Source: an optimization exercise on an open RTL-to-GDS flow (aim: small area). Production flows keep margins and buffers that such runs may drop. Function was checked by simulation only, so behaviour that the tests miss may differ from the original. No activity file was given, so power comes from the tool's default toggle rates.

<file path="design/flow/design.v">
package efuse_ctrl_pkg;
  typedef enum logic [2:0] {
    ST_IDLE      = 3'b000,
    ST_IDLE_DONE = 3'b001,
    ST_AUTO      = 3'b010,    
    ST_SETUP     = 3'b100,
    ST_STROBE    = 3'b101,
    ST_CAPTURE   = 3'b110,
    ST_DONE      = 3'b111
  } efuse_state_e;
  localparam int unsigned REG_CTRL     = 32'h00;
  localparam int unsigned REG_STATUS   = 32'h01;
  localparam int unsigned REG_STRB_CFG = 32'h02;
  localparam int unsigned SHADOW_BASE  = 32'h80;
  localparam int unsigned STRB_MIN = 1;
  function automatic logic [3:0] strb_sanitize(input logic [3:0] v);
    strb_sanitize = (v == 4'd0) ? 4'(STRB_MIN) : v;
  endfunction
endpackage
module efuse_aoi222 (
  input  logic a1, a2, b1, b2, c1, c2,
  output logic y
);
  assign y = ~((a1 & a2) | (b1 & b2) | (c1 & c2));
endmodule
module efuse_nand2 (
  input  logic a, b,
  output logic y
);
  assign y = ~(a & b);
endmodule
module efuse_nor2 (
  input  logic a, b,
  output logic y
);
  assign y = ~(a | b);
endmodule
module efuse_sel128 (
  input  logic [127:0] d_i,
  input  logic [127:0] oh_i,
  output logic         y_o
);
  logic [43:0] n1;    
  logic [10:0] o2;    
  logic [2:0]  n3;
  for (genvar g = 0; g < 42; g++) begin : g_l1
    efuse_aoi222 u (.a1(d_i[3*g]),   .a2(oh_i[3*g]),
                    .b1(d_i[3*g+1]), .b2(oh_i[3*g+1]),
                    .c1(d_i[3*g+2]), .c2(oh_i[3*g+2]), .y(n1[g]));
  end
  efuse_nand2 u_l1_126 (.a(d_i[126]), .b(oh_i[126]), .y(n1[42]));
  efuse_nand2 u_l1_127 (.a(d_i[127]), .b(oh_i[127]), .y(n1[43]));
  always_comb begin
    for (int i = 0; i < 10; i++) o2[i] = ~&n1[4*i +: 4];
    o2[10] = ~&n1[43:40];
    n3[0] = ~|o2[3:0];
    n3[1] = ~|o2[7:4];
    n3[2] = ~|o2[10:8];
    y_o   = ~&n3;
  end
endmodule
module efuse_load_ctrl
#(
  parameter  int EFUSE_BIT      = 1024,
  parameter  int APB_ADDR_WIDTH = 8,
  parameter  int APB_DATA_WIDTH = 8,
  parameter  int STRB_DEF       = 4,
  parameter  int AUTO_LOAD      = 1,
  localparam int EA_W           = $clog2(EFUSE_BIT)
) (
  input  logic                      clk,
  input  logic                      rstn,
  input  logic                      psel,
  input  logic                      penable,
  input  logic                      pwrite,
  input  logic [APB_ADDR_WIDTH-1:0] paddr,
  input  logic [APB_DATA_WIDTH-1:0] pwdata,
  output logic [APB_DATA_WIDTH-1:0] prdata,
  output logic                      pready,
  output logic                      pslverr,
  output logic                      efuse_csb,
  output logic [EA_W-1:0]           efuse_addr,
  output logic                      efuse_strobe,
  input  logic                      efuse_dout,
  output logic                      busy,
  output logic                      load_done
);
  efuse_ctrl_pkg::efuse_state_e state_q, state_d;
  logic [EA_W-1:0]      addr_q, addr_d;
  logic [3:0]           cnt_q;        
  logic [3:0]           slen_q;       
  logic                 start_req;
  logic                 start;
  logic                 busy_w, done_w;
  logic [1023:0]        ring_q;       
  logic [7:0]           cur_q;        
  logic [7:0]           prev_q;       
  logic [6:0]           h_q;          
  logic                 loading;
  logic [6:0]           ncur, ncur_m1, pidx;
  logic [3:0]           pm;           
  logic                 ins;
  logic [6:0]           rn;
  logic [6:0]           rsel;
  logic [7:0]           ring_byte;
  logic [7:0]           sh_byte;
  logic                 sh_valid;
  logic [7:0]           pmask;
  function automatic logic [6:0] slot(input logic [6:0] n, input logic [3:0] m);
    logic [3:0] prod;
    logic [3:0] tz;
    prod = m * n[3:0];
    tz   = {~|m[3:0], ~|m[2:0], ~|m[1:0], ~m[0]};
    slot = {prod, 3'b000} | {{n[0], n[1], n[2], n[3]} & tz, n[6:4]};
  endfunction
  logic       access;
  logic [3:0] strb_q, strb_d;
  assign access   = psel & penable;
  always_comb begin
    prdata    = '0;
    pslverr   = 1'b0;
    start_req = 1'b0;
    strb_d    = strb_q;
    if (access) begin
      if (paddr == 8'(efuse_ctrl_pkg::REG_CTRL)) begin
        if (pwrite) start_req = pwdata[0] & ~busy_w;
      end else if (paddr == 8'(efuse_ctrl_pkg::REG_STATUS)) begin
        if (pwrite) pslverr = 1'b1;
        else        prdata  = {6'b0, done_w, busy_w};
      end else if (paddr == 8'(efuse_ctrl_pkg::REG_STRB_CFG)) begin
        if (pwrite) begin
          if (busy_w) pslverr = 1'b1;
          else        strb_d  = efuse_ctrl_pkg::strb_sanitize(pwdata[3:0]);
        end else begin
          prdata = {4'b0, strb_q};
        end
      end else if (paddr[7]) begin
        if (pwrite) begin
          pslverr = 1'b1;
        end else begin
          prdata  = sh_byte;
          pslverr = busy_w;
        end
      end else begin
        pslverr = 1'b1;
      end
    end
  end
  always_ff @(posedge clk or negedge rstn) begin
    if (!rstn) strb_q <= 4'(STRB_DEF);
    else       strb_q <= strb_d;
  end
  assign busy_w       = state_q[2];
  assign done_w       = (state_q == efuse_ctrl_pkg::ST_IDLE_DONE);
  assign pready       = 1'b1;
  assign efuse_csb    = ~state_q[2] | (state_q == efuse_ctrl_pkg::ST_DONE);
  assign efuse_strobe = (state_q == efuse_ctrl_pkg::ST_STROBE);
  assign efuse_addr   = addr_q;
  assign busy         = busy_w;
  assign load_done    = done_w;
  assign start = ~state_q[2] & (start_req | (state_q == efuse_ctrl_pkg::ST_AUTO));
  always_comb begin
    state_d = state_q;
    addr_d  = addr_q;
    case (state_q)
      efuse_ctrl_pkg::ST_SETUP:   state_d = efuse_ctrl_pkg::ST_STROBE;
      efuse_ctrl_pkg::ST_STROBE:  if (cnt_q == 4'd1) state_d = efuse_ctrl_pkg::ST_CAPTURE;
      efuse_ctrl_pkg::ST_CAPTURE: begin
        if (addr_q == EA_W'(EFUSE_BIT - 1)) begin
          state_d = efuse_ctrl_pkg::ST_DONE;
        end else begin
          addr_d  = addr_q + EA_W'(1);
          state_d = efuse_ctrl_pkg::ST_SETUP;
        end
      end
      efuse_ctrl_pkg::ST_DONE:    state_d = efuse_ctrl_pkg::ST_IDLE_DONE;
      default: begin
        if (start) begin
          addr_d  = '0;
          state_d = efuse_ctrl_pkg::ST_SETUP;
        end
      end
    endcase
  end
  always_ff @(posedge clk or negedge rstn) begin
    if (!rstn) begin
      state_q <= (AUTO_LOAD != 0) ? efuse_ctrl_pkg::ST_AUTO : efuse_ctrl_pkg::ST_IDLE;
      addr_q  <= '0;
    end else begin
      state_q <= state_d;
      addr_q  <= addr_d;
    end
  end
  always_ff @(posedge clk) begin
    if (start) slen_q <= strb_q;
  end
  always_ff @(posedge clk) begin
    if (state_q == efuse_ctrl_pkg::ST_SETUP) cnt_q <= slen_q;
    else                                     cnt_q <= cnt_q - 4'd1;
  end
  assign loading = state_q[2] & ~(state_q == efuse_ctrl_pkg::ST_DONE);
  assign ncur    = addr_q[9:3];
  assign ncur_m1 = ncur - 7'd1;
  assign pidx    = ncur_m1;
  assign pm      = slen_q + 4'd2;
  always_ff @(posedge clk) begin
    if (state_q == efuse_ctrl_pkg::ST_STROBE) cur_q[addr_q[2:0]] <= efuse_dout;
  end
  always_ff @(posedge clk) begin
    if ((state_q == efuse_ctrl_pkg::ST_CAPTURE) && (addr_q[2:0] == 3'd7)) prev_q <= cur_q;
  end
  always_ff @(posedge clk) begin
    if (start) h_q <= {4'd0 - (strb_q + 4'd2), 3'b000};
    else       h_q <= h_q + 7'd1;
  end
  assign ins = loading && (h_q == slot(pidx, pm));
  always_ff @(posedge clk) begin
    ring_q <= {ring_q[1015:8], (ins ? prev_q : ring_q[7:0]), ring_q[1023:1016]};
  end
  assign rn        = paddr[6:0];
  assign rsel      = h_q - slot(rn, pm);
  logic [7:0]   sel_lo;    
  logic [15:0]  sel_hi;    
  logic [127:0] oh;
  always_comb begin
    for (int i = 0; i < 8; i++)  sel_lo[i] = (rsel[2:0] != 3'(i));
    for (int i = 0; i < 16; i++) sel_hi[i] = (rsel[6:3] != 4'(i));
  end
  for (genvar p = 0; p < 128; p++) begin : g_oh
    efuse_nor2 u_oh (.a(sel_hi[p / 8]), .b(sel_lo[p % 8]), .y(oh[p]));
  end
  for (genvar b = 0; b < 8; b++) begin : g_rd
    logic [127:0] col;
    for (genvar p = 0; p < 128; p++) begin : g_col
      assign col[p] = ring_q[8*p + b];
    end
    efuse_sel128 u_sel (.d_i(col), .oh_i(oh), .y_o(ring_byte[b]));
  end
  assign sh_valid  = (state_q[2] | state_q[0]) && (rn <= ncur);
  assign pmask     = {~loading, 7'b1111111 >> (3'd7 - addr_q[2:0])};
  always_comb begin
    if (!sh_valid)          sh_byte = '0;
    else if (rn == ncur)    sh_byte = cur_q & pmask;
    else if (loading && (rn == ncur_m1)) sh_byte = prev_q;
    else                    sh_byte = ring_byte;
  end
endmodule
</file>
<file path="design/flow/flow/run.sh">
#!/bin/bash
# Own layout flow: the standard ORFS flow, with plain buf_1 cells as the
# port buffers and no dummy loads in the clock tree.
set -euo pipefail
bash standard.sh \
  'BUFFER_PORTS_ARGS=-buffer_cell sky130_fd_sc_hd__buf_1' \
  'CTS_ARGS=-sink_clustering_enable -repair_clock_nets -dont_use_dummy_load -sink_clustering_size 10 -sink_clustering_max_diameter 40 -buf_list sky130_fd_sc_hd__clkbuf_4' \
  finish > flow_make.log 2>&1
</file>
<file path="design/flow/standard.sh">
#!/bin/bash
# synth_recipe.tcl (not shown) runs the flow's synth.tcl, then flattens the netlist and writes it again
# the make line also repeats each setting of config.mk as NAME=value (left out here)
make -C /OpenROAD-flow-scripts/flow DESIGN_CONFIG=/design/flow/config.mk WORK_HOME=/design/flow/orfs CLKGATE_MAP_FILE= SYNTH_SCRIPT=/design/flow/synth_recipe.tcl "${@:-finish}"
</file>
<file path="design/flow/config.mk">
export PLATFORM = sky130hd
export DESIGN_NAME = efuse_load_ctrl
export DESIGN_NICKNAME = efuse_load_ctrl
export VERILOG_FILES = /design/flow/design.v
export SDC_FILE = /design/flow/constraint.sdc
export NUM_CORES = 4
export LEC_CHECK = 0
export CAP_MARGIN = 0
export CORE_MARGIN = 2
export CORE_UTILIZATION = 45
export PLACE_DENSITY = 0.65
export SLEW_MARGIN = 0
export SYNTH_HIERARCHICAL = 1
export SYNTH_MINIMUM_KEEP_SIZE = 0
</file>
<file path="design/flow/constraint.sdc">
create_clock -name core_clock -period 12.0 [get_ports {clk}]
set_input_delay 2.4000 -clock core_clock [delete_from_list [all_inputs] [get_ports {clk}]]
set_output_delay 2.4000 -clock core_clock [all_outputs]
set_load 0.01 [all_outputs]
</file>
==> reports/results.ini, run 1 <==
[setup_path]
cp-end-kind=output port
path_max_fanout=11
reg2reg_depth=14
cp-start-kind=input port
r2r_slack_ps=7530
crit_arrival_ps=8320
worstPathRequired_ps=9600
path_class=in -> out
r2r_start=addr_q[3]
rr_endpoint=ring_q[10]

[clock_network]
clk_latency_ps=950
cts_sinks=1072
clockBufferDepth=3
cts_setup_buffers=0
root_buffer=clkbuf_4
ctsHoldBuffers=0
cts_tree=built
cts.htree.levels=3
cts_resized=0
cts-buffers-inserted=121
cts.clk_slew.worst_paths_ps=100

[place]
placed_area_um2=30300
dp_cells=2957
pre_cts_ws_ps=1410
io_buffers=40
place_hpwl_um=47300
place_congestion=0.890

[synth]
synthFlopType=dfxtp_1
synthTopCellsByArea=dfxtp_1 71%, a222oi_1 12%, nor2_1 2.2%
syn_nets=2124
yosysWarnings=8
synth_commonest_cells=1035 x dfxtp_1, 336 x a222oi_1, 170 x nor2_1
synth_edf_count=20
post-synth-top-count-cell=dfxtp_1
synth_largest_area_cell=dfxtp_1
async_flop_share=0.0159
netlist.area_leader.share=0.713
synth_area_um2=29100
yosys_register_bits=1072
synth.distinct_cells=60
yosysSeqAreaShare=0.748
postSynthAreaPerCell_um2=14.1
synthCells=2065

[floorplanning]
die_h_um=258
start_util=0.453
io_pins=46
die_area_um2=66700
coreArea_um2=64100
rows=93
die_w_um=258

[sta]
finalHoldViolCount=0
hold_ws_ps=256
tns_ps=0
rsz0062_at_grt=false
finalMaxSlewViolations=0
fmax_mhz=93.3
relSlewSlack=0.212
setup_viol=0
worst_slack_ps=1280
finalCritPeriodShare=0.894
finClkSkew_ps=128
min_period_ps=10720
tightest_slew_ps=1180

[global_route]
grt_pass1_vias=18418
antenna_found_initial=1
grt_usage=0.200
grt_max_degree=28
grt_overflow=0
grt_first_pass_wirelength_um=104000

[route]
drtAntennaViolNets=0
wire_per_inst_um=21.9
drc_errors=0
dr.pass1.iters=13
vias_per_cell=5.94
wl_um=67500
num_vias=18307
drtIter0Drc=2577

[run_status]
status=complete, no violations

[power]
power.density_nw_per_um2=177
max-vdd-ir-drop_uv=84.4
power_mw=5.54
leakagePower_nw=11.4

[worst_hold_path]
hold_path.class=reg -> reg
worstHoldStart=ring_q[588]
whs_path_depth=0
holdPathEnd=ring_q[596]

[cells_and_area]
nFillCells=5523
multi_input_area_um2=7180
layout.nets=2284
final_util=0.487
design_area_um2=31200
ff_latch_area_um2=21700
layoutNonFillerInstCount=3080
syn_to_final_growth_pct=7.39
drive_gt1_frac=0.0661

[run]
maxCapViolCount=0

==> cell families (layout without fill, tap and decap cells) <==
logic type / Yosys count / in the layout / share of synthesized area
flops: 1072 / 1072 / 0.748
simple gates: 433 / 433 / 0.0730
compound gates: 412 / 412 / 0.132
xor+xnor: 46 / 46 / 0.0163
buf+inv: 38 / 196 / 0.00508
fa+ha+maj: 37 / 37 / 0.0162
mux: 26 / 26 / 0.00960
other cells: 1 / 3 / 0.000129
==> state kept, by name, summed over array words and instances (netlist names) <==
register,cells
addr_q,10
cnt_q,4
cur_q,8
h_q,7
prev_q,8
ring_q,1024
slen_q,4
state_q,3
strb_q,4
==> cells in the final DEF, fill, tap and decap left out, types with 3 or more instances in the layout <==
cell	n
dfxtp_1	1035
a222oi_1	336
nor2_1	169
clkbuf_4	121
nand4_1	91
nand2_1	63
buf_1	40
ha_1	36
xnor2_1	31
inv_1	26
nand3_1	25
a21oi_1	24
edfxtp_1	20
nor4_1	19
nor3_1	18
o21ai_0	15
dfrtp_1	15
nor2b_1	14
mux2i_1	11
xor2_1	10
mux2_1	8
buf_4	8
and3_1	7
and2_1	7
mux2_2	7
o21ai_1	5
o21a_1	4
a211oi_1	4
a32oi_1	4
xnor3_1	4
o22ai_1	4
and4_1	3
or4_1	3
a22o_1	3
a21o_1	3
==> modules after synthesis (local to each module, per instance) <==
| module | flops+latches | cells |
|---|---|---|
| efuse_aoi222 | 0 | 1 |
| efuse_sel128 | 0 | 15 |
| efuse_nand2 | 0 | 1 |
| efuse_nor2 | 0 | 1 |
| efuse_load_ctrl | 1072 | 1465 |
==> layer usage <==
layer  part of all wire  global-route usage
met5                  0                   0
met4              0.032              0.0804
met3              0.069              0.0414
met2               0.46               0.318
met1               0.44               0.267
==> layout make-up <==
cell class,instances,share of cell area
Sequential cell,1072,0.697
Multi-Input combinational cell,955,0.230
Tap cell,855,0.0343
Clock buffer,121,0.0291
Timing Repair Buffer,48,0.00673
Inverter,27,0.00325
Antenna cell,2,0.000160
==> worst max path at each step <==
stage / startpoint / to / slack (ps) / cells after the start
CTS: paddr[1] / prdata[4] / 1380 / 19
detailed placement: paddr[1] / prdata[4] / 1410 / 19
global route: paddr[1] / prdata[4] / 1000 / 19
floorplan: paddr[1] / prdata[4] / 3350 / 18
finish: paddr[1] / prdata[4] / 1280 / 19
global placement: paddr[1] / prdata[4] / 1430 / 19
==> power breakdown <==
group	internal [mW]	switching, mW
Combinational	0.105	0.342
Clock	0.460	1.03
Sequential	3.58	0.0192
Total	4.14	1.39
==> worst max-delay path, stage by stage <==
cell	delay (ps)
buf_1	400
nor2b_1	200
ha_1	240
ha_1	320
ha_1	290
a21oi_1	140
ha_1	290
a21oi_1	280
xnor3_1	400
nor3_1	750
nand2_1	370
nor2_1	580
a222oi_1	390
nand4_1	260
nor4_1	120
nand3_1	220
mux2i_1	140
a211oi_1	320
buf_1	190
==> run 2, diff against run 1 <==
==> design/flow/flow/run.sh (replaced) <==
#!/bin/bash
# Own layout flow: the standard ORFS flow, with plain buf_1 cells as the
# port buffers and no dummy loads in the clock tree.
set -euo pipefail
bash standard.sh \
  'BUFFER_PORTS_ARGS=-buffer_cell sky130_fd_sc_hd__buf_1' \
  'CTS_ARGS=-sink_clustering_enable -repair_clock_nets -dont_use_dummy_load -sink_clustering_size 18 -sink_clustering_max_diameter 70 -buf_list sky130_fd_sc_hd__clkbuf_8' \
  finish > flow_make.log 2>&1
==> run 2 against run 1 <==
Effect of this change:
- still clean
- via count down 1.4%
- total power up 0.86%
- maximum frequency is 0.42% higher
- utilization rose by 0.10 points
- clock skew is 50 ps lower
- routed wire length fell by 0.62%
- synthesized cell count did not move
- flip-flop and latch count is the same
- count of clock-buffer cells in the layout fell by 50
- clock power increased by 3%
- register-to-register slack hardly changed
- largest power group unchanged
==> reports/results.ini, run 2 <==
[setup_path]
crit_arrival_ps=8280
cp-start-kind=input port
path_max_fanout=11
worstPathRequired_ps=9600
cp-end-kind=output port
path_class=in -> out

[sta]
setup_viol=0
rsz0062_at_grt=false
relSlewSlack=0.210
tightest_slew_ps=1180
finalMaxSlewViolations=0
min_period_ps=10680
finClkSkew_ps=78.1
fmax_mhz=93.7
tns_ps=0
finalHoldViolCount=0
finalCritPeriodShare=0.890

[synth]
yosysSeqAreaShare=0.748
postSynthAreaPerCell_um2=14.1
synthCells=2065
yosysWarnings=8
synth_edf_count=20
synth_largest_area_cell=dfxtp_1
post-synth-top-count-cell=dfxtp_1
synth.distinct_cells=60
netlist.area_leader.share=0.713
yosys_register_bits=1072
async_flop_share=0.0159
synthFlopType=dfxtp_1
synthTopCellsByArea=dfxtp_1 71%, a222oi_1 12%, nor2_1 2.2%
synth_commonest_cells=1035 x dfxtp_1, 336 x a222oi_1, 170 x nor2_1
syn_nets=2124
synth_area_um2=29100

[place]
placed_area_um2=30300
place_congestion=0.890
io_buffers=40
place_hpwl_um=47300

[cells_and_area]
design_area_um2=31300
largest_reg_flops=1024
layout_common_cells=1035 x dfxtp_1, 336 x a222oi_1, 169 x nor2_1, 91 x nand4_1, 71 x clkbuf_8
syn_to_final_growth_pct=7.62
top_register=ring_q
final_util=0.488
nFillCells=5492
drive_gt1_frac=0.0446
layout.nets=2234
final_common_cell=dfxtp_1
top_regs=ring_q: 1024 flops, addr_q: 10 flops

[power]
netSwitchingPower_mw=1.37
power_mw=5.58
leakagePower_nw=11.4
p_int_mw=4.22
pwr-share-seq=0.644
power.density_nw_per_um2=178
p_comb_frac=0.080
switching_share=0.245
max-vdd-ir-drop_uv=84.6
p_clk_frac=0.276

[route]
vias_per_cell=5.96
drtIter0Drc=2419
drtAntennaViolNets=0
wl_um=67100
drc_errors=0
wire_per_inst_um=22.2
dr.pass1.iters=15
num_vias=18051

[global_route]
grt_usage=0.197
use_met2=0.312
grt-busiest-layer=met2
antenna_found_initial=1
grt_first_pass_wirelength_um=103000
gr-usage-met3=0.0338
grt_overflow=0
grt_max_degree=28
global_route.usage.met1=0.268
grt_pass1_vias=18004

[floorplanning]
die_area_um2=66700
die_w_um=258
rows=93
coreArea_um2=64100
io_pins=46
start_util=0.453
die_h_um=258

[run]
maxCapViolCount=0

[clock_network]
cts-buffers-inserted=71
clk_latency_ps=690
root_buffer=clkbuf_8
cts_resized=0
cts.htree.levels=3
cts_sinks=1072
cts_setup_buffers=0
ctsHoldBuffers=0
clockBufferDepth=3
cts.clk_slew.worst_paths_ps=100
cts_tree=built

[run_status]
status=complete, no violations

[worst_hold_path]
hold_path.class=reg -> reg

run 2: cell counts after synthesis:
Identical to the previous run, type by type.
run 2: logic make-up after synthesis:
kind of cell | count (synthesis) | synth area share
AOI/OAI and AO/OA | 412 | 0.132
DFF | 1072 | 0.748
xor gates and xnor gates | 46 | 0.0163
buffers and inverters | 38 | 0.00508
adders and majority gates | 37 | 0.0162
other | 1 | 0.000129
and+or+nand+nor | 433 | 0.0730
muxes | 26 | 0.00960
run 2: per-module statistics from Yosys (local to each module, per instance):
module / cell area (um2) / cells inside / times used / flops+latches
efuse_load_ctrl: 24400 / 1465 / 1 / 1072
efuse_nor2: 3.75 / 1 / 128 / 0
efuse_aoi222: 10.0 / 1 / 336 / 0
efuse_sel128: 91.3 / 15 / 8 / 0
efuse_nand2: 3.75 / 1 / 16 / 0
run 2: final timing paths:
| check | slack [ps] | depth (start not counted) | from | endpoint |
|---|---|---|---|---|
| min in group asynchronous | 1900 | 1 | rstn | addr_q[9] |
| max in group asynchronous | 9410 | 1 | rstn | addr_q[4] |
| setup / recovery | 1320 | 19 | paddr[1] | prdata[4] |
| hold reg to reg | 280 | 0 | ring_q[515] | ring_q[523] |
| setup reg to reg | 7530 | 14 | addr_q[3] | ring_q[15] |
| hold / removal | 280 | 0 | ring_q[515] | ring_q[523] |
run 2: power by group through the flow:
stage                     logic, mW  clock network [mW]  registers (mW)
after floorplan               0.264                   0            3.67
after global placement        0.424                   0            3.68
after detailed placement      0.435                   0            3.68
after CTS                     0.436                1.58            3.60
after global routing          0.475                1.71            3.60
final                         0.446                1.54            3.60
run 2: stage by stage:
stage | hold WS (ps) | setup WS, ps | cells
3_5_place_dp | 336 | 1410 | 2957
6_report | 283 | 1320 | 3029
5_1_grt | 291 | 981 | 3029
4_1_cts | 275 | 1370 | 3028
3_3_place_gp | 333 | 1430 | 2957
2_1_floorplan | 330 | 3350 | 2065
run 2: cell type report:
cell class,count,area (um2),share of cell area
flip-flops and latches,1072,21700,0.695
repair buffers,48,210,0.00672
well taps,855,1070,0.0342
multi-input cells,955,7180,0.230
clock buffers,71,977,0.0312
diodes,1,2.50,0.0000800
inverters,27,101,0.00324
run 2: routing by layer:
metal  wire [um]  up-vias
met5           0        -
met2       30700      659
met1       29700     8986
li1            -     8286
met3        4320      120
met4        2340        0
run 2: critical path, stage by stage:
cell and delay [ps]:
buf_1 390, nor2b_1 200, ha_1 240, ha_1 320
ha_1 290, a21oi_1 140, ha_1 290, a21oi_1 280
xnor3_1 400, nor3_1 710, nand2_1 370, nor2_1 590
a222oi_1 410, nand4_1 270, nor4_1 130, nand3_1 220
mux2i_1 130, a211oi_1 290, buf_1 180
==> run 3, diff against run 2 <==
==> design/flow/flow/run.sh (replaced) <==
#!/bin/bash
# Own layout flow: the standard ORFS flow, with plain buf_1 cells as the
# port buffers and no dummy loads in the clock tree.
set -euo pipefail
bash standard.sh \
  'BUFFER_PORTS_ARGS=-buffer_cell sky130_fd_sc_hd__buf_1' \
  'CTS_ARGS=-sink_clustering_enable -repair_clock_nets -dont_use_dummy_load -sink_clustering_size 20 -sink_clustering_max_diameter 50 -buf_list sky130_fd_sc_hd__clkbuf_8' \
  finish > flow_make.log 2>&1
--- a/design/flow/config.mk
+++ b/design/flow/config.mk
@@ -7,8 +7,8 @@
 export LEC_CHECK = 0
 export CAP_MARGIN = 0
 export CORE_MARGIN = 2
-export CORE_UTILIZATION = 45
-export PLACE_DENSITY = 0.65
+export CORE_UTILIZATION = 55
+export PLACE_DENSITY = 0.72
 export SLEW_MARGIN = 0
 export SYNTH_HIERARCHICAL = 1
 export SYNTH_MINIMUM_KEEP_SIZE = 0
==> run 3 against run 2 <==
Effect of this change:
- synthesized cell count unchanged
- global-route usage up 4.3 points
- combinational power down 2%
- non-clock buffer count up 1
- highest routed layer unchanged
==> reports/results.ini, run 3 <==
[run_status]
status=complete, no violations

[cells_and_area]
multi_input_area_um2=7180
final_common_cell=dfxtp_1
syn_to_final_growth_pct=7.02
drive_gt1_frac=0.0460
nFillCells=4038
design_area_um2=31100
layout.nets=2237
layout_common_cells=1035 x dfxtp_1, 336 x a222oi_1, 169 x nor2_1, 91 x nand4_1, 73 x clkbuf_8
largest_reg_flops=1024
top_regs=ring_q: 1024 flops, addr_q: 10 flops
top_register=ring_q
ff_latch_area_um2=21700

[synth]
synth_largest_area_cell=dfxtp_1
synthFlopType=dfxtp_1
synth_commonest_cells=1035 x dfxtp_1, 336 x a222oi_1, 170 x nor2_1
synth_area_um2=29100
syn_nets=2124
yosys_register_bits=1072
synthCells=2065
yosysSeqAreaShare=0.748
post-synth-top-count-cell=dfxtp_1
synthTopCellsByArea=dfxtp_1 71%, a222oi_1 12%, nor2_1 2.2%
netlist.area_leader.share=0.713
synth_edf_count=20
async_flop_share=0.0159
yosysWarnings=8
synth.distinct_cells=60
postSynthAreaPerCell_um2=14.1

[floorplanning]
rows=84
die_h_um=234
io_pins=46
die_w_um=234
start_util=0.554
coreArea_um2=52400
die_area_um2=54700

[setup_path]
worstPathRequired_ps=9600
path_class=in -> out
cp-start-kind=input port
cp-end-kind=output port
r2r_start=addr_q[3]
startpoint=paddr[1]
crit_arrival_ps=8210
path_max_fanout=11

[route]
wl_met3_um=4840
drtAntennaViolNets=0
dr.pass1.iters=13
drtIter0Drc=2834
met2_length_um=29700
highest_layer=met4
wl_um=65900
num_vias=18172
wire_per_inst_um=23.0
wl_met1_um=29100
drc_errors=0
vias_per_cell=6.34

[power]
power.density_nw_per_um2=180
leakagePower_nw=11.4
power_mw=5.59
max-vdd-ir-drop_uv=88.9

[sta]
finalCritPeriodShare=0.884
tightest_slew_ps=1160
fmax_mhz=94.3
relSlewSlack=0.223
tns_ps=0
finalMaxSlewViolations=0
finalHoldViolCount=0
rsz0062_at_grt=false
finClkSkew_ps=72.3
min_period_ps=10610
setup_viol=0

[clock_network]
cts.htree.levels=3
clk_latency_ps=680
cts_sinks=1072
cts_tree=built
cts-buffers-inserted=73
cts_resized=0
cts.clk_slew.worst_paths_ps=100
ctsHoldBuffers=0
clockBufferDepth=3
cts_setup_buffers=0
root_buffer=clkbuf_8

[place]
placed_area_um2=30100
io_buffers=40
place_congestion=0.937
place_hpwl_um=46100

[global_route]
grt_first_pass_wirelength_um=101000
antenna_found_initial=1
grt_pass1_vias=17528
grt_usage=0.240
grt_overflow=0
grt_max_degree=22

[run]
maxCapViolCount=0

[worst_hold_path]
worstHoldStart=ring_q[345]
hold_path.class=reg -> reg

-- run 3: final timing paths --
kind | end | cells after the start | slack [ps]
max in group asynchronous | addr_q[9] | 1 | 9400
worst min-delay path | ring_q[353] | 0 | 270
worst max-delay path | prdata[5] | 19 | 1390
min in group asynchronous | addr_q[0] | 1 | 1890
worst max register to register | ring_q[9] | 14 | 7570
worst min register to register | ring_q[353] | 0 | 270
-- run 3: worst max-delay path, cell delays in order --
cell and delay [ps]:
buf_1 410, nor2b_1 200, ha_1 250, ha_1 300, ha_1 310, a21oi_1 130
ha_1 290, a21oi_1 290, xnor3_1 400, nor3_1 640, nand2_1 400, nor2_1 590
a222oi_1 380, nand4_1 260, nor4_1 110, nand3_1 200, mux2i_1 140, a211oi_1 300
buf_1 190
-- run 3: metrics by stage --
step	instances	hold slack (ps)	worst slack [ps]	utilization
floorplan	2065	330	3350	-
global placement	2791	333	1690	0.574
detailed placement	2791	335	1510	0.574
CTS	2864	266	1480	0.593
global route	2865	249	1030	0.593
finish	2865	266	1390	0.593
-- run 3: final cells by class --
cell class / count / area share
sequential: 1072 / 0.699
multi-input combinational: 955 / 0.231
clock buffer: 73 / 0.0323
tap: 688 / 0.0277
timing repair buffer: 49 / 0.00700
inverter: 27 / 0.00326
antenna: 1 / 0.0000804
-- run 3: metal layers --
layer	vias to the layer above	GRT usage
met2	783	0.376
li1	8305	-
met3	144	0.0361
met1	8940	0.337
met4	0	0.0953
met5	-	0
-- run 3: kinds of logic (layout without fill, tap and decap cells) --
kind of cell | count (synthesis) | count (layout) | synth area share
AND/OR/NAND/NOR | 433 | 433 | 0.0730
XOR/XNOR | 46 | 46 | 0.0163
flip-flops | 1072 | 1072 | 0.748
other | 1 | 2 | 0.000129
AO/OA/AOI/OAI | 412 | 412 | 0.132
adder cells (fa/ha/maj) | 37 | 37 | 0.0162
multiplexers | 26 | 26 | 0.00960
buffers and inverters | 38 | 149 | 0.00508
-- run 3: modules after synthesis, one instance, submodules excluded --
module	times used	cell area, um2	flip-flops and latches	cells inside
efuse_sel128	8	91.3	0	15
efuse_nor2	128	3.75	0	1
efuse_load_ctrl	1	24400	1072	1465
efuse_nand2	16	3.75	0	1
efuse_aoi222	336	10.0	0	1
-- run 3: report_power, final --
group / internal [mW] / switching, mW
Clock: 0.549 / 1.01
Sequential: 3.58 / 0.0187
Combinational: 0.105 / 0.333
Total: 4.23 / 1.36
==> run 4, diff against run 3 <==
==> design/flow/flow/run.sh (replaced) <==
#!/bin/bash
# Own layout flow: the standard ORFS flow, with plain buf_1 cells as the
# port buffers and no dummy loads in the clock tree.
set -euo pipefail
bash standard.sh \
  'BUFFER_PORTS_ARGS=-buffer_cell sky130_fd_sc_hd__buf_1' \
  'CTS_ARGS=-sink_clustering_enable -repair_clock_nets -dont_use_dummy_load -sink_clustering_size 20 -sink_clustering_max_diameter 60 -buf_list sky130_fd_sc_hd__clkbuf_8' \
  finish > flow_make.log 2>&1
--- a/design/flow/config.mk
+++ b/design/flow/config.mk
@@ -7,8 +7,8 @@
 export LEC_CHECK = 0
 export CAP_MARGIN = 0
 export CORE_MARGIN = 2
-export CORE_UTILIZATION = 55
-export PLACE_DENSITY = 0.72
+export CORE_UTILIZATION = 45
+export PLACE_DENSITY = 0.65
 export SLEW_MARGIN = 0
 export SYNTH_HIERARCHICAL = 1
 export SYNTH_MINIMUM_KEEP_SIZE = 0
==> run 4 against run 3 <==
Effect of this change:
- routed wire length increased by 1.4%
- clock skew decreased by 14 ps
- die area is 22% higher
- sequential share of layout area decreased by 0.24 points
- register-to-register slack lost 40 ps
- clock power decreased by 4%
- worst hold slack better by 45 ps
- sequential power about the same
- non-clock buffer count fell by 1
- global-route usage is 4.4 points lower
- critical path type unchanged
- largest cell class unchanged
==> reports/results.ini, run 4 <==
[global_route]
grt_first_pass_wirelength_um=102000
grt_max_degree=28
antenna_found_initial=1
grt_pass1_vias=17887
grt_usage=0.196
grt_overflow=0

[sta]
finalCritPeriodShare=0.897
tns_ps=0
worst_slack_ps=1240
rsz0062_at_grt=false
hold_ws_ps=311
finalMaxSlewViolations=0
fmax_mhz=92.9
setup_viol=0
tightest_slew_ps=1170
finalHoldViolCount=0
relSlewSlack=0.217
finClkSkew_ps=58.1
min_period_ps=10760

[synth]
netlist.area_leader.share=0.713
postSynthAreaPerCell_um2=14.1
synth_xor_area_frac=0.0163
syn_nets=2124
synth.distinct_cells=60
synth-compound-area-share=0.132
synthTopCellsByArea=dfxtp_1 71%, a222oi_1 12%, nor2_1 2.2%
synthFlopType=dfxtp_1
synthAdderAreaFrac=0.0162
synth_largest_area_cell=dfxtp_1
synth_area_um2=29100
synth_top_family_by_area=compound AO/OA/AOI/OAI gates
yosys_register_bits=1072
async_flop_share=0.0159
synth_commonest_cells=1035 x dfxtp_1, 336 x a222oi_1, 170 x nor2_1
post-synth-top-count-cell=dfxtp_1
synth_simple_gate_area_frac=0.0730
yosysSeqAreaShare=0.748
yosysWarnings=8
muxShareOfSynthArea=0.00960
synthCells=2065
synth_edf_count=20

[floorplanning]
coreArea_um2=64100
die_area_um2=66700
die_w_um=258
io_pins=46
die_h_um=258
start_util=0.453
rows=93

[cells_and_area]
drive_gt1_frac=0.0424
top_register=ring_q
layoutNonFillerInstCount=3024
design_area_um2=31200
top_regs=ring_q: 1024 flops, addr_q: 10 flops
syn_to_final_growth_pct=7.38
layout_common_cells=1035 x dfxtp_1, 336 x a222oi_1, 169 x nor2_1, 91 x nand4_1, 66 x clkbuf_8
layout.nets=2229
largest_reg_flops=1024
final_common_cell=dfxtp_1

[route]
wire_per_inst_um=22.1
drc_errors=0
vias_per_cell=5.94
dr.pass1.iters=10
drtAntennaViolNets=0
num_vias=17961
drtIter0Drc=2710
wl_um=66800

[setup_path]
cp_cell_sequence=buf_1 > nor2b_1 > ha_1 > ha_1 > ha_1 > a21oi_1 > ha_1 > a21oi_1 > xnor3_1 > nor3_1 > nand2_1 > nor2_1 > a222oi_1 > nand4_1 > nor4_1 > nand3_1 > mux2i_1 > a211oi_1 > buf_1
cp-end-kind=output port
critical_path.slowest_cell=nor3_1
worstPathRequired_ps=9600
crit_top_cell=ha_1
crit_arrival_ps=8360
path_max_fanout=11
cp-start-kind=input port
r2r_slack_ps=7530
path_class=in -> out
critPathMaxStageDelay_ps=730

[worst_hold_path]
hold_path.class=reg -> reg

[clock_network]
cts_tree=built
cts_setup_buffers=0
cts-buffers-inserted=66
cts_resized=0
ctsHoldBuffers=0
cts.htree.levels=3
cts_sinks=1072
clk_latency_ps=650
cts.clk_slew.worst_paths_ps=110
root_buffer=clkbuf_8
clockBufferDepth=3

[run_status]
status=complete, no violations

[place]
place_congestion=0.890
io_buffers=40
pre_cts_ws_ps=1410
dp_cells=2957
place_hpwl_um=47300
placed_area_um2=30300

[power]
max-vdd-ir-drop_uv=94.3
leakagePower_nw=11.3
power.density_nw_per_um2=177

[run]
maxCapViolCount=0

## run 4: cells by family after synthesis
logic type,after synthesis
multiplexers,26
AO/OA/AOI/OAI,412
flip-flops,1072
other,1
adder cells (fa/ha/maj),37
XOR/XNOR,46
AND/OR/NAND/NOR,433
buffers and inverters,38
## run 4: cell type report
| type | instances | area [um2] |
|---|---|---|
| clock buffer | 66 | 908 |
| sequential | 1072 | 21700 |
| inverter | 27 | 101 |
| timing repair buffer | 48 | 210 |
| tap | 855 | 1070 |
| antenna | 1 | 2.50 |
| multi-input combinational | 955 | 7180 |
| fill | 5481 | 32900 |
## run 4: power by group
group	switching [mW]	leakage, nW	internal [mW]
sequential	0.0191	8.69	3.58
clock	0.989	0.475	0.500
combinational	0.341	2.17	0.105
total	1.35	11.3	4.18
## run 4: critical path, delay by kind of cell
kind            cells  cell delay, ps
simple gates        7            2560
xor+xnor            1             400
mux                 1             140
compound gates      4            1140
fa+ha+maj           4            1140
buf+inv             2             570
## run 4: layer usage
layer  part of all wire  GRT usage  vias to the layer above
li1                   -          -                     8272
met1               0.45      0.266                     8906
met2               0.46      0.315                      668
met3              0.062     0.0329                      115
met4              0.030     0.0705                        0
met5                  0          0                        -
## run 4: path summary, 6_finish.rpt
kind                                to  cells after the start   startpoint
hold / removal             ring_q[365]                      0  ring_q[357]
setup reg to reg             ring_q[9]                     14    addr_q[3]
max in group asynchronous    addr_q[6]                      1         rstn
hold reg to reg            ring_q[365]                      0  ring_q[357]
min in group asynchronous   state_q[0]                      1         rstn
setup / recovery             prdata[4]                     19     paddr[1]
## run 4: modules after synthesis, one instance, submodules excluded
module | flip-flops and latches | times used | cell area, um2
efuse_load_ctrl | 1072 | 1 | 24400
efuse_sel128 | 0 | 8 | 91.3
efuse_nand2 | 0 | 16 | 3.75
efuse_aoi222 | 0 | 336 | 10.0
efuse_nor2 | 0 | 128 | 3.75
## run 4: stage by stage
stage | total power, mW | utilization
final | 5.53 | 0.487
after detailed placement | 4.11 | 0.473
after global placement | 4.10 | 0.473
after global routing | 5.73 | 0.487
after floorplan | 3.94 | -
after CTS | 5.56 | 0.487
==> run 5, diff against run 4 <==
==> design/flow/flow/run.sh (replaced) <==
#!/bin/bash
# Own layout flow: the standard ORFS flow with three changes:
#  - synthesis is the standard flow's own script (synth_recipe.tcl), but ABC maps the logic
#    with flow/abc_area.script: ORFS's speed script with a final area-recovery
#    mapping and without ABC's buffering and gate sizing (registers are mapped
#    before ABC runs, so they are the standard synthesis's);
#  - the port buffers are plain buf_1 cells;
#  - the clock tree has no dummy loads.
set -euo pipefail
here=$(pwd)
{
  echo "proc abc {args} {"
  echo "  set i [lsearch -exact \$args -script]"
  echo "  if {\$i >= 0} { lset args [expr {\$i + 1}] {$here/flow/abc_area.script} }"
  echo "  yosys abc {*}\$args"
  echo "}"
  cat synth_recipe.tcl
} > flow_synth.tcl
bash standard.sh \
  "SYNTH_SCRIPT=$here/flow_synth.tcl" \
  'BUFFER_PORTS_ARGS=-buffer_cell sky130_fd_sc_hd__buf_1' \
  'CTS_ARGS=-sink_clustering_enable -repair_clock_nets -dont_use_dummy_load -sink_clustering_size 20 -sink_clustering_max_diameter 60 -buf_list sky130_fd_sc_hd__clkbuf_8' \
  finish > flow_make.log 2>&1
==> design/flow/flow/abc_area.script (new file) <==
&get -n
&st
&dch
&nf
&st
&syn2
&if -g -K 6
&synch2
&nf
&st
&syn2
&if -g -K 6
&synch2
&nf
&st
&syn2
&dch
&nf -R 1000
&put
topo
stime -c
==> run 5 against run 4 <==
Effect of this change:
- critical path depth up 2
- largest cell class unchanged
- flip-flop and latch count unchanged
- final area is 0.33% lower
- sequential power about the same
- worst hold slack worse by 26 ps
- clock power barely moved
- critical path type unchanged
==> reports/results.ini, run 5 <==
[clock_network]
cts.clk_slew.worst_paths_ps=110
cts.htree.levels=3
cts_sinks=1072
cts_setup_buffers=0
cts_resized=0
clk_latency_ps=650
ctsHoldBuffers=0
root_buffer=clkbuf_8
cts_tree=built
clockBufferDepth=3
cts-buffers-inserted=68

[sta]
relSlewSlack=0.207
tns_ps=0
finalCritPeriodShare=0.877
fmax_mhz=95.1
hold_ws_ps=285
min_period_ps=10520
finalHoldViolCount=0
worst_slack_ps=1480
finalMaxSlewViolations=0
tightest_slew_ps=1190
rsz0062_at_grt=false
finClkSkew_ps=70.4
setup_viol=0

[floorplanning]
die_w_um=257
die_h_um=257
coreArea_um2=63300
rows=92
start_util=0.457
io_pins=46
die_area_um2=66300

[power]
netSwitchingPower_mw=1.06
p_clk_frac=0.294
max-vdd-ir-drop_uv=71.0
p_int_mw=4.10
leakagePower_nw=11.2
switching_share=0.206
pwr-share-seq=0.692
p_comb_frac=0.015
power.density_nw_per_um2=166
power_mw=5.16

[run]
maxCapViolCount=0

[cells_and_area]
syn_to_final_growth_pct=7.62
design_area_um2=31100
top_register=ring_q
final_common_cell=dfxtp_1
largest_reg_flops=1024
layoutNonFillerInstCount=3027
top_regs=ring_q: 1024 flops, addr_q: 10 flops
layout_common_cells=1035 x dfxtp_1, 338 x a222oi_1, 160 x nor2_1, 93 x nand4_1, 87 x nand2_1
layout.nets=2241
final_util=0.492
drive_gt1_frac=0.0362

[place]
place_congestion=0.901
placed_area_um2=30200
place_hpwl_um=46400
pre_cts_ws_ps=1560
io_buffers=40
dp_cells=2958

[global_route]
grt_pass1_vias=18252
antenna_found_initial=0
grt_max_degree=26
grt_usage=0.199
grt_overflow=0
grt_first_pass_wirelength_um=104000

[setup_path]
worstPathRequired_ps=9600
crit_family=simple AND/OR/NAND/NOR gates
cp-end-kind=output port
crit_top_cell=ha_1
path_class=in -> out
cp-start-kind=input port
critPathMaxStageDelay_ps=830
path_max_fanout=10
cp_cell_sequence=buf_1 > nor2b_1 > ha_1 > ha_1 > ha_1 > a21oi_1 > ha_1 > a21oi_1 > xnor2_1 > xor2_1 > nor2_1 > nand2_1 > nor2_1 > a222oi_1 > nand4_1 > nor4_1 > nand3_1 > a21o_1 > a21oi_1 > a211oi_1 > buf_1
worst-path-buf-inv=2
crit_arrival_ps=8120
critical_path.slowest_cell=nor4_1

[synth]
netlist.area_leader.share=0.717
synth-compound-area-share=0.130
synth_top_family_by_area=compound AO/OA/AOI/OAI gates
postSynthAreaPerCell_um2=14.0
synth_edf_count=20
post-synth-top-count-cell=dfxtp_1
synthCells=2065
synth_largest_area_cell=dfxtp_1
synth_simple_gate_area_frac=0.0757
synth_area_um2=28900
syn_nets=2124
synth.distinct_cells=41
yosysWarnings=8
synth_xor_area_frac=0.0148
synthFlopType=dfxtp_1
yosysSeqAreaShare=0.752
synth_commonest_cells=1035 x dfxtp_1, 338 x a222oi_1, 160 x nor2_1
synthTopCellsByArea=dfxtp_1 72%, a222oi_1 12%, edfxtp_1 2.1%
yosys_register_bits=1072
async_flop_share=0.0159
synthAdderAreaFrac=0.0166
muxShareOfSynthArea=0.00697

[run_status]
status=complete, no violations

[route]
highest_layer=met4
wire_per_inst_um=22.4
wl_um=67800
drtAntennaViolNets=0
num_vias=18239
wl_met3_um=5070
dr.pass1.iters=12
wl_met1_um=29900
met2_length_um=30500
drc_errors=0
drtIter0Drc=2768
vias_per_cell=6.03

[worst_hold_path]
hold_path.class=reg -> reg

## run 5: final timing paths
kind                              from     endpoint  slack (ps)  depth (start not counted)
hold / removal             ring_q[683]  ring_q[691]         290                          0
max in group asynchronous         rstn   state_q[0]        9490                          1
hold reg to reg            ring_q[683]  ring_q[691]         290                          0
setup / recovery              paddr[1]    prdata[6]        1480                         21
min in group asynchronous         rstn    addr_q[4]        1910                          1
setup reg to reg             addr_q[3]   ring_q[10]        7410                         15
## run 5: layer usage
metal,track usage,vias to the layer above
met1,0.271,9039
met2,0.316,750
met3,0.0402,140
met4,0.0723,0
met5,0,-
li1,-,8310
## run 5: power groups by stage
stage          combinational, mW  clock [mW]  sequential [mW]
2_1_floorplan             0.0390           0             3.65
3_3_place_gp              0.0711           0             3.65
3_5_place_dp              0.0729           0             3.65
4_1_cts                   0.0732        1.56             3.57
5_1_grt                   0.0797        1.68             3.57
6_report                  0.0757        1.51             3.57
## run 5: kinds of logic after synthesis
family | after synthesis
other | 1
flip-flops | 1072
AO/OA/AOI/OAI | 402
adder cells (fa/ha/maj) | 38
XOR/XNOR | 49
multiplexers | 18
buffers and inverters | 27
AND/OR/NAND/NOR | 458
## run 5: modules after synthesis (local to each module, per instance)
module / cells / times used / area (um2) / flip-flops and latches
efuse_nand2: 1 / 16 / 3.75 / 0
efuse_nor2: 1 / 128 / 3.75 / 0
efuse_aoi222: 1 / 336 / 10.0 / 0
efuse_sel128: 15 / 8 / 91.3 / 0
efuse_load_ctrl: 1465 / 1 / 24300 / 1072
## run 5: final cells by class
cell class,count,area (um2)
fill,5510,32200
antenna,1,2.50
multi-input combinational,966,7070
timing repair buffer,48,210
sequential,1072,21700
clock buffer,68,936
tap,846,1060
inverter,26,97.6
==> run 6, diff against run 5 <==
--- a/design/flow/flow/run.sh
+++ b/design/flow/flow/run.sh
@@ -19,5 +19,5 @@
 bash standard.sh \
   "SYNTH_SCRIPT=$here/flow_synth.tcl" \
   'BUFFER_PORTS_ARGS=-buffer_cell sky130_fd_sc_hd__buf_1' \
-  'CTS_ARGS=-sink_clustering_enable -repair_clock_nets -dont_use_dummy_load -sink_clustering_size 20 -sink_clustering_max_diameter 60 -buf_list sky130_fd_sc_hd__clkbuf_8' \
+  'CTS_ARGS=-sink_clustering_enable -repair_clock_nets -dont_use_dummy_load -sink_clustering_size 18 -sink_clustering_max_diameter 60 -buf_list sky130_fd_sc_hd__clkbuf_8' \
   finish > flow_make.log 2>&1
==> design/flow/flow/abc_area.script (replaced) <==
&get -n
&st
&deepsyn -T 30
&dch
&nf -R 1000
&put
topo
stime -c
==> run 6 against run 5 <==
Effect of this change:
- still clean on timing, DRC and antenna
- clock skew is 4.6 ps lower
- critical path depth is 1 lower
- area after synthesis is 0.34% lower
- final area is 0.24% lower
- final cell count is 0.59% lower
- sequential power is 4% higher
- combinational power grew to 11 times the previous value
- setup slack worse by 100 ps
- utilization hardly changed
- clock power hardly changed
- critical path type unchanged
- largest cell class unchanged
==> reports/results.ini, run 6 <==
[global_route]
grt_overflow=0
grt_usage=0.195
grt_first_pass_wirelength_um=102000
grt_pass1_vias=17787
grt_max_degree=19
antenna_found_initial=1

[place]
place_congestion=0.898
io_buffers=40
place_hpwl_um=45600

[setup_path]
startpoint=paddr[1]
crit_top_cell=ha_1
cp-start-kind=input port
cp-end-kind=output port
worstPathRequired_ps=9600
rr_endpoint=ring_q[10]
r2r_slack_ps=7250
crit_arrival_ps=8220
cp-endpoint=prdata[6]
critPathMaxStageDelay_ps=970
cp_cell_sequence=buf_1 > nor2b_1 > ha_1 > ha_1 > ha_1 > a21oi_1 > ha_1 > a21oi_1 > xnor2_1 > xnor2_1 > nor2_1 > nand2_1 > nor2_1 > a222oi_1 > nand4_1 > nor4_1 > nand3_1 > nand2_1 > nand2_1 > buf_1
path_class=in -> out
r2r_start=addr_q[3]
path_max_fanout=12
critical_path.slowest_cell=nor4_1
reg2reg_depth=16

[sta]
finalMaxSlewViolations=0
tns_ps=0
setup_viol=0
relSlewSlack=0.258
tightest_slew_ps=1100
rsz0062_at_grt=false
finalCritPeriodShare=0.885
fmax_mhz=94.1
finClkSkew_ps=65.8
finalHoldViolCount=0
min_period_ps=10620

[route]
drc_errors=0
dr.pass1.iters=13
wl_um=66000
wire_per_inst_um=21.9
vias_per_cell=6.02
drtAntennaViolNets=0
drtIter0Drc=2924
num_vias=18118

[cells_and_area]
final_common_cell=dfxtp_1
layout_common_cells=1035 x dfxtp_1, 336 x a222oi_1, 159 x nor2_1, 94 x nand4_1, 82 x nand2_1
layout.nets=2223
final_util=0.491
drive_gt1_frac=0.0365
top_regs=ring_q: 1024 flops, addr_q: 10 flops
largest_reg_flops=1024
top_register=ring_q
syn_to_final_growth_pct=7.72

[run]
maxCapViolCount=0

[clock_network]
cts-buffers-inserted=71
clockBufferDepth=3
cts_sinks=1072
root_buffer=clkbuf_8
clk_latency_ps=690
cts_tree=built
cts_resized=0
ctsHoldBuffers=0
cts.htree.levels=3
cts_setup_buffers=0
cts.clk_slew.worst_paths_ps=110

[power]
max-vdd-ir-drop_uv=125
leakagePower_nw=11.1
power.density_nw_per_um2=197

[synth]
yosysWarnings=8
yosysSeqAreaShare=0.755
synth_commonest_cells=1035 x dfxtp_1, 336 x a222oi_1, 159 x nor2_1
synth.distinct_cells=42
synth_edf_count=20
syn_nets=2105
synth_largest_area_cell=dfxtp_1
synthCells=2046
postSynthAreaPerCell_um2=14.1
netlist.area_leader.share=0.719
post-synth-top-count-cell=dfxtp_1
synthFlopType=dfxtp_1
yosys_register_bits=1072
synthTopCellsByArea=dfxtp_1 72%, a222oi_1 12%, edfxtp_1 2.1%
synth_area_um2=28800
async_flop_share=0.0159

[floorplanning]
die_w_um=257
coreArea_um2=63200
rows=92
die_area_um2=66100
die_h_um=257
io_pins=46
start_util=0.456

[run_status]
status=complete, no violations

[worst_hold_path]
hold_path.class=reg -> reg

[run 6: cell types whose count changed after synthesis, sizes merged, moves of 3 or more]
cell,previous run,this run
nor3,29,22
o21ai,19,25
a211oi,6,1
a21oi,24,19
nand2,87,82
a21o,7,3
a221o,0,4
nor2b,13,9
nor4,21,18
[run 6: per-module statistics from Yosys (local to each module, per instance)]
| module | copies in the design | cells |
|---|---|---|
| efuse_aoi222 | 336 | 1 |
| efuse_sel128 | 8 | 15 |
| efuse_nand2 | 16 | 1 |
| efuse_nor2 | 128 | 1 |
| efuse_load_ctrl | 1 | 1446 |
[run 6: per-layer routing]
metal | GRT usage | wire length (um) | vias up
met5 | 0 | 0 | -
met1 | 0.272 | 29900 | 9039
met4 | 0.0867 | 2510 | 0
li1 | - | - | 8241
met2 | 0.301 | 29300 | 704
met3 | 0.0285 | 4310 | 134
[run 6: power breakdown]
group | internal [mW] | switching [mW] | total, mW
combinational | 0.209 | 0.653 | 0.862
clock | 0.535 | 1.01 | 1.54
sequential | 3.63 | 0.0756 | 3.71
[run 6: critical path, delay by kind of cell]
kind                       cells  cell delay [ps]
adders and majority gates      4             1160
xor gates and xnor gates       2              380
buffers and inverters          2              580
and+or+nand+nor                9             2640
AOI/OAI and AO/OA              3             1050
[run 6: worst min path at each step]
stage | from | end | slack [ps] | cells after the start
after CTS | ring_q[216] | ring_q[224] | 290 | 0
after global placement | ring_q[79] | ring_q[87] | 330 | 0
after global routing | ring_q[216] | ring_q[224] | 280 | 0
final | ring_q[200] | ring_q[208] | 290 | 0
after detailed placement | ring_q[385] | ring_q[393] | 330 | 0
after floorplan | ring_q[96] | ring_q[104] | 330 | 0
[run 6: logic make-up (layout without fill, tap and decap cells)]
| logic type | count (synthesis) | in the layout | synth area share |
|---|---|---|---|
| AND/OR/NAND/NOR | 439 | 439 | 0.0727 |
| buffers and inverters | 29 | 145 | 0.00391 |
| other | 1 | 2 | 0.000130 |
| AO/OA/AOI/OAI | 404 | 404 | 0.131 |
| multiplexers | 17 | 17 | 0.00656 |
| XOR/XNOR | 47 | 47 | 0.0143 |
| flip-flops | 1072 | 1072 | 0.755 |
| adder cells (fa/ha/maj) | 37 | 37 | 0.0163 |
[run 6: final cells by class]
type                            instances  area (um2)
Sequential cell                      1072       21700
Timing Repair Buffer                   46         195
Antenna cell                            1        2.50
Fill cell                            5403       32200
Tap cell                              846        1060
Multi-Input combinational cell        945        6960
Inverter                               28         105
Clock buffer                           71         977
[run 6: through the flow]
step / hold slack [ps] / total power [mW] / std cells / instance area, um2 / setup WS [ps]
4_1_cts: 291 / 6.14 / 3008 / 31000 / 1510
2_1_floorplan: 330 / 4.29 / 2046 / 28800 / 3730
3_5_place_dp: 335 / 4.64 / 2937 / 30100 / 1540
5_1_grt: 279 / 6.37 / 3009 / 31000 / 1150
6_report: 293 / 6.11 / 3009 / 31000 / 1380
3_3_place_gp: 333 / 4.61 / 2937 / 30100 / 1580
==> run 7, diff against run 6 <==
--- a/design/flow/flow/run.sh
+++ b/design/flow/flow/run.sh
@@ -17,7 +17,7 @@
   cat synth_recipe.tcl
 } > flow_synth.tcl
 bash standard.sh \
-  "SYNTH_SCRIPT=$here/flow_synth.tcl" \
+  "SYNTH_SCRIPT=$here/flow_synth.tcl" 'ADDER_MAP_FILE=' \
   'BUFFER_PORTS_ARGS=-buffer_cell sky130_fd_sc_hd__buf_1' \
   'CTS_ARGS=-sink_clustering_enable -repair_clock_nets -dont_use_dummy_load -sink_clustering_size 18 -sink_clustering_max_diameter 60 -buf_list sky130_fd_sc_hd__clkbuf_8' \
   finish > flow_make.log 2>&1
==> run 7 against run 6 <==
Effect of this change:
- total power decreased by 1.3%
- clock power barely moved
- critical path type unchanged
- die area fell by 1.1%
- utilization decreased by 0.16 points
- count of clock-buffer cells in the layout up 1
- still clean
- global-route usage down 0.10 points
- critical endpoint is now prdata[4]
==> reports/results.ini, run 7 <==
[clock_network]
clk_latency_ps=670
root_buffer=clkbuf_8
cts-buffers-inserted=72
clockBufferDepth=3
cts.htree.levels=3
ctsHoldBuffers=0
cts_sinks=1072
cts_resized=0
cts.clk_slew.worst_paths_ps=100
cts_setup_buffers=0
cts_tree=built

[cells_and_area]
top_register=ring_q
top_regs=ring_q: 1024 flops, addr_q: 10 flops
layout_common_cells=1035 x dfxtp_1, 338 x a222oi_1, 169 x nor2_1, 91 x nand4_1, 81 x nand2_1
nFillCells=5483
ff_latch_area_um2=21700
drive_gt1_frac=0.0395
layout.nets=2175
multi_input_area_um2=6700
syn_to_final_growth_pct=7.96
largest_reg_flops=1024
final_common_cell=dfxtp_1
design_area_um2=30800

[power]
p_clk_frac=0.256
leakagePower_nw=11.0
p_comb_frac=0.134
switching_share=0.282
netSwitchingPower_mw=1.70
pwr-share-seq=0.610
power_mw=6.03
p_int_mw=4.33
power.density_nw_per_um2=196
max-vdd-ir-drop_uv=140

[synth]
synth_largest_area_cell=dfxtp_1
synth_area_um2=28500
async_flop_share=0.0159
postSynthAreaPerCell_um2=14.0
yosys_register_bits=1072
synth.distinct_cells=52
synthCells=2031
synth_edf_count=20
synth_commonest_cells=1035 x dfxtp_1, 338 x a222oi_1, 169 x nor2_1
netlist.area_leader.share=0.727
yosysSeqAreaShare=0.763
synthFlopType=dfxtp_1
post-synth-top-count-cell=dfxtp_1
synthTopCellsByArea=dfxtp_1 73%, a222oi_1 12%, nor2_1 2.2%
yosysWarnings=8
syn_nets=2053

[route]
drtAntennaViolNets=0
vias_per_cell=5.97
wl_um=64800
drc_errors=0
wire_per_inst_um=21.6
num_vias=17886
drtIter0Drc=2660
dr.pass1.iters=13

[place]
pre_cts_ws_ps=1340
place_hpwl_um=44600
place_congestion=0.859
placed_area_um2=29800
io_buffers=40

[floorplanning]
die_area_um2=65400
start_util=0.453
coreArea_um2=62900
rows=92
io_pins=46
die_h_um=256
die_w_um=256

[global_route]
use_met2=0.299
grt_pass1_vias=17753
grt_first_pass_wirelength_um=101000
global_route.usage.met1=0.273
grt-busiest-layer=met2
grt_overflow=0
gr-usage-met3=0.0303
antenna_found_initial=1
grt_usage=0.194
grt_max_degree=22

[setup_path]
path_class=in -> out
r2r_slack_ps=8000
crit_arrival_ps=8490
cp-end-kind=output port
cp-start-kind=input port
worstPathRequired_ps=9600
path_max_fanout=8

[sta]
finalCritPeriodShare=0.908
fmax_mhz=91.8
min_period_ps=10890
worst_slack_ps=1110
tightest_slew_ps=1130
rsz0062_at_grt=false
finClkSkew_ps=55.5
relSlewSlack=0.236
tns_ps=0
setup_viol=0
finalMaxSlewViolations=0
finalHoldViolCount=0

[worst_hold_path]
hold_path.class=reg -> reg

[run_status]
status=complete, no violations

[run]
maxCapViolCount=0

## run 7: path summary, 6_finish.rpt
| check | startpoint | endpoint | depth (start not counted) |
|---|---|---|---|
| setup / recovery | paddr[5] | prdata[4] | 23 |
| hold / removal | ring_q[252] | ring_q[260] | 0 |
| setup reg to reg | state_q[2] | addr_q[8] | 11 |
| hold reg to reg | ring_q[252] | ring_q[260] | 0 |
| max in group asynchronous | rstn | addr_q[6] | 1 |
| min in group asynchronous | rstn | addr_q[1] | 1 |
## run 7: cell type report
type                    count  share of cell area
repair buffers             49             0.00707
flip-flops and latches   1072               0.707
clock buffers              72              0.0322
diodes                      1           0.0000813
multi-input cells         944               0.218
well taps                 846              0.0344
inverters                  14             0.00171
## run 7: power by group through the flow
stage / Combinational, mW / Sequential (mW) / Clock, mW
floorplan: 0.459 / 3.75 / 0
global placement: 0.770 / 3.76 / 0
detailed placement: 0.792 / 3.76 / 0
CTS: 0.794 / 3.68 / 1.59
global route: 0.867 / 3.69 / 1.73
finish: 0.808 / 3.68 / 1.55
## run 7: metal layers
| layer | wire length, um | vias up |
|---|---|---|
| met5 | 0 | - |
| met4 | 2170 | 0 |
| met3 | 4640 | 120 |
| met2 | 28700 | 694 |
| met1 | 29300 | 8808 |
| li1 | - | 8264 |
## run 7: Yosys stat by module, one instance, submodules excluded
module | area, um2 | flops+latches | times used
efuse_load_ctrl | 23900 | 1072 | 1
efuse_aoi222 | 10.0 | 0 | 336
efuse_sel128 | 91.3 | 0 | 8
efuse_nor2 | 3.75 | 0 | 128
efuse_nand2 | 3.75 | 0 | 16
## run 7: metrics by stage
| stage | hold slack, ps | util | cells |
|---|---|---|---|
| floorplan | 330 | - | 2031 |
| finish | 319 | 0.490 | 2998 |
| global route | 310 | 0.490 | 2998 |
| detailed placement | 334 | 0.474 | 2925 |
| CTS | 320 | 0.490 | 2997 |
| global placement | 334 | 0.474 | 2925 |
## run 7: logic make-up (layout without fill, tap and decap cells)
group,count (synthesis),count (layout),share of synthesized area
mux,22,22,0.00865
compound gates,438,438,0.140
simple gates,453,453,0.0766
xor+xnor,29,29,0.00891
fa+ha+maj,1,1,0.000351
other cells,1,2,0.000132
flops,1072,1072,0.763
buf+inv,15,135,0.00211
## run 7: worst max-delay path: stages
cell and delay (ps):
buf_1 290, xor2_1 330, nand2_1 130, o21ai_0 130
o21ai_0 200, nor2b_1 180, o21ai_0 140, a31oi_1 350
nor2_1 120, or2_0 280, nor3b_1 330, or2_0 180
xor2_1 300, nor2_1 230, nand2_1 280, nor2_1 210
a222oi_1 510, nand4_1 210, nor4_1 960, nand3_1 360
nand2_1 150, nand2_1 70, buf_1 130
==> run 8, diff against run 7 <==
--- a/design/flow/flow/run.sh
+++ b/design/flow/flow/run.sh
@@ -1,11 +1,13 @@
 #!/bin/bash
-# Own layout flow: the standard ORFS flow with three changes:
-#  - synthesis is the standard flow's own script (synth_recipe.tcl), but ABC maps the logic
-#    with flow/abc_area.script: ORFS's speed script with a final area-recovery
-#    mapping and without ABC's buffering and gate sizing (registers are mapped
-#    before ABC runs, so they are the standard synthesis's);
+# Own layout flow: the standard ORFS flow (standard.sh) with these changes:
+#  - synthesis runs the standard flow's own script (synth_recipe.tcl) unchanged, except that
+#    ABC maps the logic with flow/abc_area.script (SAT-based deep synthesis
+#    for area, then ORFS's usual mapper, no ABC buffering or gate sizing), and
+#    the adders are left to ABC instead of ORFS's adder cell mapping. Registers
+#    are mapped before ABC runs, so they are the standard synthesis's;
 #  - the port buffers are plain buf_1 cells;
-#  - the clock tree has no dummy loads.
+#  - the clock tree has no dummy loads, with sink clusters of up to 18 flops.
+# The make output goes to flow_make.log; ORFS keeps each step's log in orfs/logs.
 set -euo pipefail
 here=$(pwd)
 {
==> run 8 against run 7 <==
Effect of this change:
- critical path type unchanged
- final area increased by 0.10%
- still clean on timing, DRC and antenna
- routed wire length increased by 2.8%
- non-clock buffer count increased by 5
- clock power about the same
- flip-flop and latch count unchanged
- combinational power decreased by 5.0%
- count of clock-buffer cells in the layout decreased by 1
- first-iteration DRC count increased by 3.5%
- die area about the same
- maximum frequency increased by 0.72%
- critical endpoint is now prdata[6]
==> reports/results.ini, run 8 <==
[place]
io_buffers=40
dp_cells=2929
place_hpwl_um=45800
place_congestion=0.914
placed_area_um2=29800

[cells_and_area]
layout.nets=2178
largest_reg_flops=1024
top_register=ring_q
multi_input_area_um2=6700
final_util=0.490
drive_gt1_frac=0.0422
layoutNonFillerInstCount=3000
final_common_cell=dfxtp_1
top_regs=ring_q: 1024 flops, addr_q: 10 flops
syn_to_final_growth_pct=8.10
diodes=0
design_area_um2=30800
ff_latch_area_um2=21700
nFillCells=5523
layout_common_cells=1035 x dfxtp_1, 338 x a222oi_1, 177 x nor2_1, 95 x nand4_1, 80 x nand2_1

[clock_network]
cts_resized=0
cts_tree=built
root_buffer=clkbuf_8
ctsHoldBuffers=0
clockBufferDepth=3
cts_setup_buffers=0
clk_latency_ps=690
cts.clk_slew.worst_paths_ps=100
cts-buffers-inserted=71
cts.htree.levels=3
cts_sinks=1072

[worst_hold_path]
whs_path_depth=0
holdPathEnd=ring_q[286]
worstHoldStart=ring_q[278]
hold_path.class=reg -> reg

[power]
pwr-share-seq=0.615
max-vdd-ir-drop_uv=116
power.density_nw_per_um2=194
switching_share=0.278
p_int_mw=4.32
leakagePower_nw=11.0
p_clk_frac=0.257
p_comb_frac=0.128
netSwitchingPower_mw=1.66

[synth]
synth_commonest_cells=1035 x dfxtp_1, 338 x a222oi_1, 177 x nor2_1
post-synth-top-count-cell=dfxtp_1
yosys_register_bits=1072
synth_area_um2=28500
synthCells=2030
async_flop_share=0.0159
synth_edf_count=20
yosysSeqAreaShare=0.763
synthTopCellsByArea=dfxtp_1 73%, a222oi_1 12%, nor2_1 2.3%
synthFlopType=dfxtp_1
postSynthAreaPerCell_um2=14.0
syn_nets=2052
netlist.area_leader.share=0.727
yosysWarnings=8
synth_largest_area_cell=dfxtp_1
synth.distinct_cells=51

[route]
dr.pass1.iters=13
wl_um=66700
num_vias=18041
vias_per_cell=6.01
drtAntennaViolNets=0
drtIter0Drc=2752
drc_errors=0
wire_per_inst_um=22.2

[sta]
finClkSkew_ps=51.6
rsz0062_at_grt=false
relSlewSlack=0.177
tightest_slew_ps=1220
finalMaxSlewViolations=0
setup_viol=0
finalHoldViolCount=0
min_period_ps=10810
finalCritPeriodShare=0.901
tns_ps=0
fmax_mhz=92.5

[floorplanning]
rows=92
io_pins=46
die_h_um=256
coreArea_um2=62900
start_util=0.453
die_area_um2=65400
die_w_um=256

[setup_path]
path_class=in -> out
reg2reg_depth=8
critical_path.slowest_cell=nor4_1
r2r_start=state_q[2]
path_max_fanout=8
rr_endpoint=addr_q[9]
cp-end-kind=output port
cp-start-kind=input port
cp_cell_sequence=buf_1 > clkinv_1 > nor2_1 > a21oi_1 > nor3_1 > a21oi_1 > maj3_1 > maj3_1 > a21oi_1 > xnor2_1 > xor2_1 > nor2_1 > nand2_1 > nor2_1 > a222oi_1 > nand4_1 > nor4_1 > nand3_1 > a221o_1 > buf_1
r2r_slack_ps=8760
critPathMaxStageDelay_ps=1070
crit_arrival_ps=8410
startpoint=paddr[4]
worstPathRequired_ps=9600

[run]
maxCapViolCount=0

[global_route]
grt_pass1_vias=18035
grt_max_degree=21
grt_overflow=0
grt_first_pass_wirelength_um=103000
antenna_found_initial=0
grt_usage=0.199

[run_status]
status=complete, no violations

## run 8: changes by cell type in the layout (fill, tap and decap cells not counted), sizes merged, moves of 3 or more
cell	delta
o31ai	-3
or3	-5
a32o	+3
nand4	+4
nor3	+6
buf	+5
clkinv	+3
xnor2	+11
a22oi	+4
o21ai	-8
or2	-3
nor3b	-3
nor2	+8
nand3	-4
## run 8: logic make-up after synthesis
group           synth area share
flops                      0.763
buf+inv                  0.00250
fa+ha+maj               0.000703
xor+xnor                  0.0117
other cells             0.000132
compound gates             0.141
simple gates              0.0729
mux                      0.00821
## run 8: power by group through the flow
stage,Clock (mW),Sequential [mW],Combinational [mW]
after detailed placement,0,3.76,0.740
after global placement,0,3.76,0.729
after floorplan,0,3.75,0.411
final,1.54,3.68,0.768
after CTS,1.58,3.68,0.742
after global routing,1.72,3.69,0.804
## run 8: layer usage
layer / share of wire / track usage / up-vias
met2: 0.46 / 0.319 / 721
met1: 0.43 / 0.267 / 8942
met5: 0 / 0 / -
li1: - / - / 8255
met4: 0.029 / 0.0669 / 0
met3: 0.078 / 0.0439 / 123
## run 8: per-stage QoR
step           hold slack, ps  setup WS, ps  total power [mW]
2_1_floorplan             330          3470              4.16
3_3_place_gp              333          1290              4.49
3_5_place_dp              336          1280              4.50
4_1_cts                   303          1260              6.00
5_1_grt                   311           773              6.21
6_report                  295          1190              5.98
## run 8: cell type report
type	count	share of cell area
multi-input combinational	940	0.218
tap	846	0.0344
inverter	17	0.00207
sequential	1072	0.706
clock buffer	71	0.0317
timing repair buffer	54	0.00829
## run 8: worst max-delay path by stage
stage	slack, ps	to	depth (start not counted)
after CTS	1260	prdata[1]	21
final	1190	prdata[6]	20
after floorplan	3470	prdata[1]	19
after detailed placement	1280	prdata[1]	21
after global placement	1290	prdata[1]	21
after global routing	770	prdata[1]	21
## run 8: worst max-delay path: cells and delay by family
family,cells,cell delay (ps)
xor gates and xnor gates,2,400
and+or+nand+nor,8,2900
adders and majority gates,2,880
buffers and inverters,3,550
AOI/OAI and AO/OA,5,1280
## run 8: Yosys stat by module, one instance, submodules excluded
module | times used | cell area [um2] | flip-flops and latches | cells inside
efuse_aoi222 | 336 | 10.0 | 0 | 1
efuse_load_ctrl | 1 | 23900 | 1072 | 1430
efuse_nand2 | 16 | 3.75 | 0 | 1
efuse_nor2 | 128 | 3.75 | 0 | 1
efuse_sel128 | 8 | 91.3 | 0 | 15

port drivers added, routing unchanged:
How much do the figures lean on ideal ports? The routed layouts below were timed once more, with nothing changed but the port constraints. Step 1, drivers: a clkbuf_16 drives clk and a buf_2 each remaining input, both assumed. Step 2, shift: input delay + t, output delay - t, t = (earliest + latest rising clock arrival at the registers) / 2. This alone moves slack from input paths to output paths. a / b / c = ideal / step 1 / step 2; a / b = the first two.
run	t, ns	slack for setup (ns)
run 1	0.931	1.278 / 1.251 / 1.251
run 2	0.709	1.323 / 1.294 / 1.294
run 3	0.699	1.394 / 1.368 / 1.368
run 4	0.686	1.239 / 1.211 / 1.211
run 5	0.693	1.481 / 1.458 / 1.458
run 6	0.719	1.376 / 1.353 / 1.353
run 7	0.703	1.109 / 1.084 / 1.084
run 8	0.720	1.186 / 1.159 / 1.159
After both steps setup and hold are still met in every run listed.
